This is an optimization exercise on Yosys and OpenROAD, whose aim is small area, a short achievable clock period and few clock cycles, not a production implementation.
RTL that was checked went through simulation tests only; none was proved equivalent to the original.
Power figures rest on the tool's default switching activity, not on a simulated workload.

## P
// mean_and_median_of_set
module mean_and_median_of_set (
  input  logic                           clk_i,
  input  logic                           rst_ni,
  input  logic                           start,
  output logic                           busy,
  input  logic [mams_pkg::ResponseW-1:0] response_i,
  input  logic                           last_i,
  output logic                           valid_o,
  output logic [mams_pkg::CountW-1:0]    count_o,
  output logic [mams_pkg::TotalW-1:0]    total_o,
  output logic [mams_pkg::MeanW-1:0]     mean_q8_o,
  output logic [mams_pkg::MedianW-1:0]   median_o,
  output logic                           overflow_o
);
Size: roughly 1200 cells after synthesis, ~250 flip-flops.
export LEC_CHECK = 0
export ABC_CLOCK_PERIOD_IN_PS = 2200
export CAP_MARGIN = 20
export CORE_MARGIN = 2
export CORE_UTILIZATION = 70
export CTS_CLUSTER_DIAMETER = 80
export CTS_CLUSTER_SIZE = 20
export PLACE_DENSITY = 0.8
export SETUP_SLACK_MARGIN = 3.8
export SLEW_MARGIN = 20
create_clock -name core_clock -period 6.0 [get_ports {clk_i}]
run.sh (not shown) runs the stock make flow with config.mk's settings and CLKGATE_MAP_FILE= SYNTH_SCRIPT=/design/flow/synth_recipe.tcl, a recipe that flattens the netlist after the stock synthesis.
Relative to P, the following input files were edited for Q:
--- a/flow/design.v
+++ b/flow/design.v
@@ -24,28 +24,28 @@
   assign g43 = g[4] | (e[4] & g[3]);
   assign e43 = e[4] & e[3];
   assign g21 = g[2] | (e[2] & g[1]);
   assign e21 = e[2] & e[1];
   assign g63 = g65 | (e65 & g43);
   assign e63 = e65 & e43;
   assign g20 = g21 | (e21 & g[0]);
   assign e20 = e21 & e[0];
   assign gt  = g63 | (e63 & g20);
   assign eq  = e63 & e20;
   assign flag_o = clr_i ? inc_i : (gt | (inc_i & eq));
-  logic [6:0] sum;
-  logic       co;
-  assign {co, sum} = {1'b0, c_q} + {7'd0, inc_i};
-  always_ff @(posedge clk_i) begin
-    if (clr_i) c_q <= {6'd0, inc_i};
-    else       c_q <= sum | {7{co}};
+  always_ff @(posedge clk_i) begin
+    if (clr_i) begin
+      c_q <= {6'd0, inc_i};
+    end else if (inc_i && !(&c_q)) begin
+      c_q <= c_q + 7'd1;
+    end
   end
 endmodule
 module mams_div (
   input  logic                      clk_i,
   input  logic                      rst_ni,
   input  logic                      load_i,
   input  logic [mams_pkg::RecW-1:0] rec_i,
   output logic                      free_o,    
   output logic                      soon_o,    
   output logic                      valid_o,
   output logic [7:0]                count_o,
@@ -58,28 +58,46 @@
   logic        run_q;
   logic        valid_q;
   logic [7:0]  dn_q;
   logic [10:0] dt_q;
   logic [3:0]  dm_q;
   logic        do_q;
   logic [11:0] q_q;
   logic [7:0]  rem_q;
   logic [7:0]  rc;
   logic [10:0] rs;
   logic [8:0]  trial;
+  logic [8:0]  op;
   logic [8:0]  step;
   logic        sub;
+  logic [8:0]  g, p, gg, pp;
+  logic [9:0]  c;
   assign {rc, rs} = rec_i[mams_pkg::RecW-1:5];
   assign sub   = !rem_q[7];
   assign trial = {rem_q, q_q[11]};
-  assign step  = trial + ({1'b0, dn_q} ^ {9{sub}}) + {8'd0, sub};
+  assign op    = {1'b0, dn_q} ^ {9{sub}};
+  always_comb begin
+    g  = trial & op;
+    p  = trial ^ op;
+    gg = g;
+    pp = p;
+    for (int d = 1; d < 9; d = d * 2) begin
+      for (int i = 8; i >= d; i--) begin
+        gg[i] = gg[i] | (pp[i] & gg[i-d]);
+        pp[i] = pp[i] & pp[i-d];
+      end
+    end
+    c[0] = sub;
+    for (int i = 0; i < 9; i++) c[i+1] = gg[i] | (pp[i] & sub);
+    step = p ^ c[8:0];
+  end
   assign free_o = !run_q;
   assign soon_o = run_q ? cnt_q <= 4'd3 : !load_i;
   always_ff @(posedge clk_i or negedge rst_ni) begin
     if (!rst_ni) begin
       run_q   <= 1'b0;
       valid_q <= 1'b0;
       cnt_q   <= '0;
     end else begin
       valid_q <= run_q && cnt_q == 4'd1;
       if (load_i) begin
         run_q <= 1'b1;
@@ -144,23 +162,23 @@
     end
   end
   always_ff @(posedge clk_i) begin
     in_x    <= response_i;
     in_last <= last_i;
   end
   logic        fresh_q;    
   logic        rec_v_q;    
   logic        close;
   logic [6:0]  k_q;        
   logic        p_q;        
-  logic [14:0] flag_q;     
+  logic [3:0]  med_q;      
   logic [7:0]  cnt;
   logic [10:0] s_q;
   logic        ovf_q;
   logic [14:0] flag;
   logic [15:0] f;
   logic [3:0]  med;
   logic [mams_pkg::RecW-1:0] rec;
   assign close = in_v && in_last;
   assign room  = close || fresh_q || !(k_q[6] && (!p_q || in_keep));
   always_ff @(posedge clk_i or negedge rst_ni) begin
     if (!rst_ni) begin
@@ -185,46 +203,46 @@
     end
   end
   for (genvar v = 0; v < 15; v++) begin : g_cum
     mams_cell u_cell (
       .clk_i (clk_i),
       .clr_i (fresh_q),
       .inc_i (in_keep && (in_x <= 4'(v))),
       .k_i   (k_q),
       .flag_o(flag[v])
     );
   end
-  always_ff @(posedge clk_i) begin
-    flag_q <= flag;
-  end
-  assign f = {1'b1, flag_q};
+  assign f = {1'b1, flag};
   always_comb begin
     med[3] = !f[7];
     med[2] = (f[7] && !f[3]) || (f[15] && !f[11]);
     med[1] = 1'b0;
     for (int j = 0; j < 4; j++) med[1] = med[1] || (f[4*j+3] && !f[4*j+1]);
     med[0] = 1'b0;
     for (int j = 0; j < 8; j++) med[0] = med[0] || (f[2*j+1] && !f[2*j]);
   end
+  always_ff @(posedge clk_i) begin
+    med_q <= med;
+  end
   assign cnt = p_q ? {k_q - 7'd1, 1'b1} : {k_q, 1'b0};
-  assign rec = {cnt, s_q, med, ovf_q};
+  assign rec = {cnt, s_q, med_q, ovf_q};
   logic [mams_pkg::RecW-1:0] slot0_q, slot1_q;
   logic       ge1_q, ge2_q;    
   logic       ge1_d, ge2_d;
   logic       div_free, div_soon, div_load;
   logic       pop, push;
   logic [mams_pkg::RecW-1:0] div_rec;
-  assign div_load = div_free && ge1_q;
-  assign div_rec  = slot0_q;
-  assign pop      = div_load;
-  assign push     = rec_v_q;
+  assign div_load = div_free && (ge1_q || rec_v_q);
+  assign div_rec  = ge1_q ? slot0_q : rec;
+  assign pop      = div_free && ge1_q;
+  assign push     = rec_v_q && !(div_free && !ge1_q);
   always_comb begin
     ge1_d = ge1_q;
     ge2_d = ge2_q;
     if (push && !pop) begin
       ge1_d = 1'b1;
       ge2_d = ge1_q;
     end else if (pop && !push) begin
       ge1_d = ge2_q;
       ge2_d = 1'b0;
     end
   end
Notes after the runs:
[compare] base=P new=Q: non-clock buffer count picked up an extra 21; clock buffer count in the final layout increased by 1 relative to the old numbers; switching power as a share of total power rose by 0.55 points. [compare] base=P new=Q: cell area picked up an extra about 2%, sequential cell count lost 4.4%, number of storage elements in the synthesis netlist lost about 4.4%, number of library cell types mapped by synthesis picked up an extra 5. Compared with P, in Q total power down about 1.6%; hold slack up 0.032 ns; post-route worst setup slack lower.
No functional check of the RTL was part of any run of this note.

========
The RTL this note starts from:
==> flow/design.v <==
package mams_pkg;
  localparam int unsigned ResponseW = 4;
  localparam int unsigned CountW    = 8;
  localparam int unsigned TotalW    = 11;
  localparam int unsigned MeanW     = 12;
  localparam int unsigned MedianW   = 4;
  localparam int unsigned FracBits  = 8;
  localparam int unsigned RecW = CountW + TotalW + MedianW + 1;
endpackage
module mams_cell (
  input  logic       clk_i,
  input  logic       clr_i,
  input  logic       inc_i,
  input  logic [6:0] k_i,
  output logic       flag_o
);
  logic [6:0] c_q;
  logic [6:0] unused_sum;
  logic       pass;
  assign {pass, unused_sum} = {1'b0, c_q} + {1'b0, ~k_i} + {7'd0, inc_i};
  assign flag_o = clr_i ? inc_i : pass;
  always_ff @(posedge clk_i) begin
    if (clr_i) begin
      c_q <= {6'd0, inc_i};
    end else if (inc_i && !(&c_q)) begin
      c_q <= c_q + 7'd1;
    end
  end
endmodule
module mams_div (
  input  logic                      clk_i,
  input  logic                      rst_ni,
  input  logic                      load_i,
  input  logic [mams_pkg::RecW-1:0] rec_i,
  output logic                      free_o,    
  output logic                      soon_o,    
  output logic                      valid_o,
  output logic [7:0]                count_o,
  output logic [10:0]               total_o,
  output logic [11:0]               mean_o,
  output logic [3:0]                median_o,
  output logic                      overflow_o
);
  logic [3:0]  cnt_q;      
  logic        run_q;
  logic        valid_q;
  logic [7:0]  dn_q;
  logic [10:0] dt_q;
  logic [3:0]  dm_q;
  logic        do_q;
  logic [11:0] q_q;
  logic [7:0]  rem_q;
  logic [7:0]  rc;
  logic [10:0] rs;
  logic [8:0]  trial;
  logic [8:0]  step;
  logic        sub;
  assign {rc, rs} = rec_i[mams_pkg::RecW-1:5];
  assign sub   = !rem_q[7];
  assign trial = {rem_q, q_q[11]};
  assign step  = trial + ({1'b0, dn_q} ^ {9{sub}}) + {8'd0, sub};
  assign free_o = !run_q;
  assign soon_o = run_q ? cnt_q <= 4'd3 : !load_i;
  always_ff @(posedge clk_i or negedge rst_ni) begin
    if (!rst_ni) begin
      run_q   <= 1'b0;
      valid_q <= 1'b0;
      cnt_q   <= '0;
    end else begin
      valid_q <= run_q && cnt_q == 4'd1;
      if (load_i) begin
        run_q <= 1'b1;
        cnt_q <= 4'd12;
      end else if (run_q) begin
        cnt_q <= cnt_q - 4'd1;
        if (cnt_q == 4'd1) run_q <= 1'b0;
      end
    end
  end
  always_ff @(posedge clk_i) begin
    if (load_i) begin
      {dn_q, dt_q, dm_q, do_q} <= rec_i;
    end
  end
  always_ff @(posedge clk_i) begin
    if (load_i) begin
      rem_q <= {1'b0, rs[10:4]};
      q_q   <= {rs[3:0], 8'd0};
    end else begin
      rem_q <= step[7:0];
      q_q   <= {q_q[10:0], !step[8]};
    end
  end
  assign valid_o    = valid_q;
  assign count_o    = dn_q;
  assign total_o    = dt_q;
  assign mean_o     = q_q;
  assign median_o   = dm_q;
  assign overflow_o = do_q;
endmodule
module mean_and_median_of_set (
  input  logic                           clk_i,
  input  logic                           rst_ni,
  input  logic                           start,
  output logic                           busy,
  input  logic [mams_pkg::ResponseW-1:0] response_i,
  input  logic                           last_i,
  output logic                           valid_o,
  output logic [mams_pkg::CountW-1:0]    count_o,
  output logic [mams_pkg::TotalW-1:0]    total_o,
  output logic [mams_pkg::MeanW-1:0]     mean_q8_o,
  output logic [mams_pkg::MedianW-1:0]   median_o,
  output logic                           overflow_o
);
  logic       busy_q;
  logic       in_v;       
  logic       in_keep;    
  logic [3:0] in_x;
  logic       in_last;
  logic       take;
  logic       room;       
  assign busy = busy_q;
  assign take = start && !busy_q;
  always_ff @(posedge clk_i or negedge rst_ni) begin
    if (!rst_ni) begin
      in_v    <= 1'b0;
      in_keep <= 1'b0;
    end else begin
      in_v    <= take;
      in_keep <= take && room;
    end
  end
  always_ff @(posedge clk_i) begin
    in_x    <= response_i;
    in_last <= last_i;
  end
  logic        fresh_q;    
  logic        rec_v_q;    
  logic        close;
  logic [6:0]  k_q;        
  logic        p_q;        
  logic [14:0] flag_q;     
  logic [7:0]  cnt;
  logic [10:0] s_q;
  logic        ovf_q;
  logic [14:0] flag;
  logic [15:0] f;
  logic [3:0]  med;
  logic [mams_pkg::RecW-1:0] rec;
  assign close = in_v && in_last;
  assign room  = close || fresh_q || !(k_q[6] && (!p_q || in_keep));
  always_ff @(posedge clk_i or negedge rst_ni) begin
    if (!rst_ni) begin
      fresh_q <= 1'b1;
      rec_v_q <= 1'b0;
    end else begin
      fresh_q <= close;
      rec_v_q <= close;
    end
  end
  always_ff @(posedge clk_i) begin
    if (fresh_q) begin
      k_q   <= {6'd0, in_keep};
      p_q   <= in_keep;
      s_q   <= in_keep ? {7'd0, in_x} : 11'd0;
      ovf_q <= in_v && !in_keep;
    end else begin
      k_q   <= k_q + {6'd0, in_keep && !p_q};
      p_q   <= p_q ^ in_keep;
      s_q   <= s_q + (in_keep ? {7'd0, in_x} : 11'd0);
      ovf_q <= ovf_q || (in_v && !in_keep);
    end
  end
  for (genvar v = 0; v < 15; v++) begin : g_cum
    mams_cell u_cell (
      .clk_i (clk_i),
      .clr_i (fresh_q),
      .inc_i (in_keep && (in_x <= 4'(v))),
      .k_i   (k_q),
      .flag_o(flag[v])
    );
  end
  always_ff @(posedge clk_i) begin
    flag_q <= flag;
  end
  assign f = {1'b1, flag_q};
  always_comb begin
    med[3] = !f[7];
    med[2] = (f[7] && !f[3]) || (f[15] && !f[11]);
    med[1] = 1'b0;
    for (int j = 0; j < 4; j++) med[1] = med[1] || (f[4*j+3] && !f[4*j+1]);
    med[0] = 1'b0;
    for (int j = 0; j < 8; j++) med[0] = med[0] || (f[2*j+1] && !f[2*j]);
  end
  assign cnt = p_q ? {k_q - 7'd1, 1'b1} : {k_q, 1'b0};
  assign rec = {cnt, s_q, med, ovf_q};
  logic [mams_pkg::RecW-1:0] slot0_q, slot1_q;
  logic [1:0] fill_q, fill_d;
  logic       div_free, div_soon, div_load;
  logic       pop, push;
  logic [mams_pkg::RecW-1:0] div_rec;
  assign div_load = div_free && (fill_q != 2'd0 || rec_v_q);
  assign div_rec  = (fill_q != 2'd0) ? slot0_q : rec;
  assign pop      = div_load && fill_q != 2'd0;
  assign push     = rec_v_q && !(div_load && fill_q == 2'd0);
  always_comb begin
    fill_d = fill_q;
    if (pop)  fill_d = fill_d - 2'd1;
    if (push) fill_d = fill_d + 2'd1;
  end
  always_ff @(posedge clk_i or negedge rst_ni) begin
    if (!rst_ni) fill_q <= '0;
    else         fill_q <= fill_d;
  end
  always_ff @(posedge clk_i) begin
    if (fill_q == 2'd0 || pop) slot0_q <= fill_q[1] ? slot1_q : rec;
    if (rec_v_q)               slot1_q <= rec;
  end
  logic [2:0] due;
  assign due = {1'b0, fill_d} + {2'd0, close};
  always_ff @(posedge clk_i or negedge rst_ni) begin
    if (!rst_ni)              busy_q <= 1'b0;
    else if (take && last_i)  busy_q <= due >= 3'd1 + {2'd0, div_soon};
    else                      busy_q <= due >= 3'd2 + {2'd0, div_soon};
  end
  mams_div u_div (
    .clk_i     (clk_i),
    .rst_ni    (rst_ni),
    .load_i    (div_load),
    .rec_i     (div_rec),
    .free_o    (div_free),
    .soon_o    (div_soon),
    .valid_o   (valid_o),
    .count_o   (count_o),
    .total_o   (total_o),
    .mean_o    (mean_q8_o),
    .median_o  (median_o),
    .overflow_o(overflow_o)
  );
endmodule
clock: 6.0 ns
lec_check: 0
abc_clock_period_in_ps: 2200
cap_margin: 20
core_margin: 2
core_utilization: 55
cts_cluster_diameter: 80
cts_cluster_size: 20
setup_slack_margin: 3.8
slew_margin: 20
Rerun with:
--- a/flow/design.v
+++ b/flow/design.v
@@ -137,10 +137,9 @@
   logic        fresh_q;    
   logic        rec_v_q;    
   logic        close;
+  logic [7:0]  n_q;
   logic [6:0]  k_q;        
-  logic        p_q;        
-  logic [14:0] flag_q;     
-  logic [7:0]  cnt;
+  logic [3:0]  med_q;      
   logic [10:0] s_q;
   logic        ovf_q;
   logic [14:0] flag;
@@ -148,7 +147,7 @@
   logic [3:0]  med;
   logic [mams_pkg::RecW-1:0] rec;
   assign close = in_v && in_last;
-  assign room  = close || fresh_q || !(k_q[6] && (!p_q || in_keep));
+  assign room  = close || fresh_q || !(n_q[7] || (n_q == 8'd127 && in_keep));
   always_ff @(posedge clk_i or negedge rst_ni) begin
     if (!rst_ni) begin
       fresh_q <= 1'b1;
@@ -160,13 +159,13 @@
   end
   always_ff @(posedge clk_i) begin
     if (fresh_q) begin
+      n_q   <= {7'd0, in_keep};
       k_q   <= {6'd0, in_keep};
-      p_q   <= in_keep;
       s_q   <= in_keep ? {7'd0, in_x} : 11'd0;
       ovf_q <= in_v && !in_keep;
     end else begin
-      k_q   <= k_q + {6'd0, in_keep && !p_q};
-      p_q   <= p_q ^ in_keep;
+      n_q   <= n_q + {7'd0, in_keep};
+      k_q   <= k_q + {6'd0, in_keep && !n_q[0]};
       s_q   <= s_q + (in_keep ? {7'd0, in_x} : 11'd0);
       ovf_q <= ovf_q || (in_v && !in_keep);
     end
@@ -180,10 +179,7 @@
       .flag_o(flag[v])
     );
   end
-  always_ff @(posedge clk_i) begin
-    flag_q <= flag;
-  end
-  assign f = {1'b1, flag_q};
+  assign f = {1'b1, flag};
   always_comb begin
     med[3] = !f[7];
     med[2] = (f[7] && !f[3]) || (f[15] && !f[11]);
@@ -192,8 +188,10 @@
     med[0] = 1'b0;
     for (int j = 0; j < 8; j++) med[0] = med[0] || (f[2*j+1] && !f[2*j]);
   end
-  assign cnt = p_q ? {k_q - 7'd1, 1'b1} : {k_q, 1'b0};
-  assign rec = {cnt, s_q, med, ovf_q};
+  always_ff @(posedge clk_i) begin
+    med_q <= med;
+  end
+  assign rec = {n_q, s_q, med_q, ovf_q};
   logic [mams_pkg::RecW-1:0] slot0_q, slot1_q;
   logic [1:0] fill_q, fill_d;
   logic       div_free, div_soon, div_load;
- The changed run went through all stages and came out clean
- die area went down by 0.98%
- non-clock buffer count increases by 28
- clock skew goes down by 0.011 ns
- setup slack is worse by 0.068 ns
- area after synthesis shrinks by 1.0%
- global-route usage rises by 1.7 points
Testbench counts after the change, summed over its fixed seeds: cycles 54,377.
No functional check of the RTL was part of the first run of this note.

-- port drivers added, routing unchanged --
No port has a modelled driver above. Below, the same layouts with a new extraction and two added sets of constraints. Step 1, drivers: a clkbuf_16 drives clk_i and a buf_2 each remaining input, both assumed. Step 2 moves the port delays by t, midway between the first and last clock arrival at a register: inputs arrive t later, outputs are due t later. That takes back most of the time a late clock gives input paths. Three values: no drivers, after step 1, after step 2; two values: the first two.
run	shift t [ns]	setup slack, ns	clock arrival spread, ns
P	0.528	3.723 / 3.676 / 3.510	0.021 / 0.020
Q	0.530	3.618 / 3.618 / 3.490	0.019 / 0.019
the first run of note 2	0.549	3.715 / 3.677 / 3.568	0.023 / 0.024
the second run of note 2	0.548	3.647 / 3.647 / 3.647	0.016 / 0.015
After both steps every run listed still meets setup and hold. The setup slack of P, which loses most, moves by -0.047 ns with the drivers and by -0.213 ns with both steps.
